This design comes from an exercise in tuning for small area on the open sky130 flow, not from production work. Function was checked by simulation only, so behaviour that the tests miss may differ from the original. Power is estimated from default activity; no workload was simulated.

== run 1 ==
// ws_systolic_top
module ws_systolic_top (
    input  logic                clk,
    input  logic                rst,
    input  sa_pkg::ctl_t        ctl,
    input  logic [4*16-1:0] left_in,      
    input  logic [4*16-1:0] top_in,       
    output logic [4*16-1:0] bottom_out,
    output logic [4*16-1:0] right_out,
    output logic [4*16-1:0] proxy_out,
    output logic [4-1:0] proxy_valid
);
For scale: roughly 8300 cells after synthesis, roughly 800 flip-flops, about 330 I/O pins, about 86000 sq um of cells after synthesis.
export LEC_CHECK = 0
export CAP_MARGIN = 20
export CORE_MARGIN = 2
export CORE_UTILIZATION = 50
export CTS_BUF_LIST = sky130_fd_sc_hd__clkbuf_4 sky130_fd_sc_hd__clkbuf_8
export GPL_TIMING_DRIVEN = 0
export SETUP_SLACK_MARGIN = 0.25
export SLEW_MARGIN = 20
export SYNTH_HIERARCHICAL = 1
create_clock -name core_clock -period 7.2 [get_ports {clk}]
standard.sh (not shown) runs the stock make flow with config.mk's settings and CLKGATE_MAP_FILE= SYNTH_SCRIPT=/design/flow/synth_recipe.tcl, a recipe that flattens the netlist after the stock synthesis.
==> flow/flow/run.sh <==
#!/bin/bash
# The standard layout (the standard.sh: unchanged synthesis and steps),
# with these differences:
# - the port buffers that global placement inserts are plain
#   sky130_fd_sc_hd__buf_1 cells instead of the delay buffer buffer_ports picks
#   by default; every input and output port still gets its own buffer;
# - the floorplan step removes the buffers synthesis inserted
#   (REMOVE_ABC_BUFFERS), leaving buffering to the placement-time repair;
# - clock tree synthesis uses somewhat larger sink clusters and no dummy loads.
set -euo pipefail
export BUFFER_PORTS_ARGS="-buffer_cell sky130_fd_sc_hd__buf_1"
export REMOVE_ABC_BUFFERS=1
export CTS_ARGS="-sink_clustering_enable -repair_clock_nets -dont_use_dummy_load -buf_list {sky130_fd_sc_hd__clkbuf_4 sky130_fd_sc_hd__clkbuf_8} -sink_clustering_size 12 -sink_clustering_max_diameter 100"
bash standard.sh > standard_flow.log 2>&1
## Diff of input files: run 2 against run 1
diff --git a/flow/config.mk b/flow/config.mk
--- a/flow/config.mk
+++ b/flow/config.mk
@@ -8,5 +8,5 @@
 export CAP_MARGIN = 20
 export CORE_MARGIN = 2
-export CORE_UTILIZATION = 50
+export CORE_UTILIZATION = 62
 export CTS_BUF_LIST = sky130_fd_sc_hd__clkbuf_4 sky130_fd_sc_hd__clkbuf_8
 export GPL_TIMING_DRIVEN = 0
--- outcome ---
Delta (run 2 minus run 1): wire length of the first global-routing pass lower; fraction of power spent switching nets roughly the same; area of the core lower.
Top achievable clock speed | run 2 below run 1
Layout net count essentially unchanged between run 2 and run 1.
Run 1 has a lower count of non-CTS buffers in the layout than run 2.
Looking at run 1 and run 2, the sequential share of layout area is a wash.
Of run 1 and run 2, the run reporting the lower final routed wirelength across all metal layers was run 2.
Relative to run 2, the following input files were edited for run 3:
diff --git a/flow/config.mk b/flow/config.mk
--- a/flow/config.mk
+++ b/flow/config.mk
@@ -8,8 +8,8 @@
 export CAP_MARGIN = 20
 export CORE_MARGIN = 2
-export CORE_UTILIZATION = 62
+export CORE_UTILIZATION = 50
 export CTS_BUF_LIST = sky130_fd_sc_hd__clkbuf_4 sky130_fd_sc_hd__clkbuf_8
 export GPL_TIMING_DRIVEN = 0
-export SETUP_SLACK_MARGIN = 0.25
+export SETUP_SLACK_MARGIN = 0.18
 export SLEW_MARGIN = 20
 export SYNTH_HIERARCHICAL = 1
Findings:
- Run 3: PASS, flow complete, no timing, DRC or antenna violations
- Run 3 vs. run 2: worst hold margin ~0 delta; cell area reported after detailed placement now larger; sum of routed wire length over all layers saw an increase.

* * *

ws_systolic_top, a different RTL version from the one above (not shown whole).
Size: about 0.089 mm2 of cells after synthesis.
export LEC_CHECK = 0
export CAP_MARGIN = 20
export CORE_MARGIN = 2
export CORE_UTILIZATION = 40
export SLEW_MARGIN = 20
export SYNTH_HIERARCHICAL = 1
create_clock -name core_clock -period 7.2 [get_ports {clk}]
run.sh (not shown) runs the stock make flow with config.mk's settings and CLKGATE_MAP_FILE= SYNTH_SCRIPT=/design/flow/synth_recipe.tcl, a recipe that flattens the netlist after the stock synthesis.
Stock flow here: none of the scripts above is used.
The first run ran to the end with no violations.
Rerun with:
--- a/flow/config.mk
+++ b/flow/config.mk
@@ -10 +10 @@
-export CORE_UTILIZATION = 40
+export CORE_UTILIZATION = 60
- core utilization increases by 22 points
- routed wire length fell by 5.4%
- maximum frequency shrinks by 0.75%
- first-iteration DRC count grows by 7.2%
- worst setup slack degrades by 0.053 ns
- die area is lower by 33%
- synthesized cell count stays the same
- final cell count goes down by 8.6%
- clock power shrinks by about 4%
- worst hold slack barely changes

* * *

Another version of the RTL of ws_systolic_top (not shown whole).
Size: ~8600 cells after synthesis, roughly 790 flip-flops, ~330 I/O pins, about 88000 um^2 of cells after synthesis.
clock: 7.2 ns
lec_check: 0
cap_margin: 20
core_margin: 2
core_utilization: 50
cts_buf_list: sky130_fd_sc_hd__clkbuf_4 sky130_fd_sc_hd__clkbuf_8
gpl_timing_driven: 0
slew_margin: 20
synth_hierarchical: 1
standard.sh (not shown) runs the stock make flow with config.mk's settings and CLKGATE_MAP_FILE= SYNTH_SCRIPT=/design/flow/synth_recipe.tcl, a recipe that flattens the netlist after the stock synthesis.
==> flow/flow/run.sh <==
#!/bin/bash
# The standard layout (the standard.sh, unchanged synthesis and steps), with
# one difference: the port buffers that global placement inserts are plain
# sky130_fd_sc_hd__buf_1 cells instead of the delay buffer buffer_ports picks
# by default. Every input and output port still gets its own buffer.
set -euo pipefail
export BUFFER_PORTS_ARGS="-buffer_cell sky130_fd_sc_hd__buf_1"
bash standard.sh > standard_flow.log 2>&1
The starting point finished clean.
Next try:
==> flow/run.sh (new file) <==
#!/bin/bash
# synth_recipe.tcl (not shown) runs the flow's synth.tcl, then flattens the netlist and writes it again
# the make line also repeats each setting of config.mk as NAME=value (left out here)
make -C /OpenROAD-flow-scripts/flow DESIGN_CONFIG=/design/flow/config.mk WORK_HOME=/design/flow/orfs CLKGATE_MAP_FILE= SYNTH_SCRIPT=/design/flow/synth_recipe.tcl finish
CTS_BUF_LIST = unset   (was sky130_fd_sc_hd__clkbuf_4 sky130_fd_sc_hd__clkbuf_8)
removed: flow/flow/run.sh
removed: flow/standard.sh
Now the flow reached the layout checks and failed them: negative setup slack.
Sequential power barely changes.
Die area stays the same.
Setup slack loses 200 ps.
Cell count came out lower slightly.
Final area increases by a few percent.
Critical path depth is unchanged.
Routed wire length is higher slightly.
Total power came out higher by a few percent.
Count of clock-buffer cells in the layout goes down by 89.
Clock power came out higher by a few percent.

-- port drivers added, routing unchanged --
The flow's constraints put no driver on any port. The routed layouts listed below were extracted and timed again, unchanged, in two steps. Step 1 assumes that a clkbuf_16 drives the clock port and a buf_2 every other input. Step 2 also shifts input and output timing later by t, the mid clock arrival at the registers, as if the neighbouring blocks saw the same clock. Slacks: ideal ports / drivers / drivers and shift; pairs: ideal ports / drivers.
run | t (ns) | slack for setup (ns) | worst hold slack (ns) | worst slew at a driven data input, ns
run 1 | 0.877 | 0.216 / 0.174 / -0.703 | 0.464 / 0.464 / 0.464 | 0.11
run 2 | 0.865 | 0.174 / 0.222 / -0.644 | 0.467 / 0.467 / 0.467 | 0.07
run 3 | 0.875 | 0.160 / 0.110 / -0.766 | 0.464 / 0.464 / 0.464 | 0.12
the first run of note 2 | 0.838 | 0.260 / 0.330 / -0.508 | 0.466 / 0.466 / 0.466 | 0.22
the second run of note 2 | 0.794 | 0.207 / 0.268 / -0.526 | 0.467 / 0.467 / 0.467 | 0.13
the first run of note 3 | 0.989 | 0.167 / 0.222 / -0.767 | 0.467 / 0.467 / 0.467 | 0.14
the second run of note 3 | 0.819 | -0.032 / 0.033 / -0.785 | 0.468 / 0.468 / 0.468 | 0.12
With both steps, setup timing fails in 6 of these runs, where it was met with ideal ports. For the first run of note 3, which loses most, drivers alone change the setup slack by +0.055 ns; drivers and shift together by -0.934 ns.
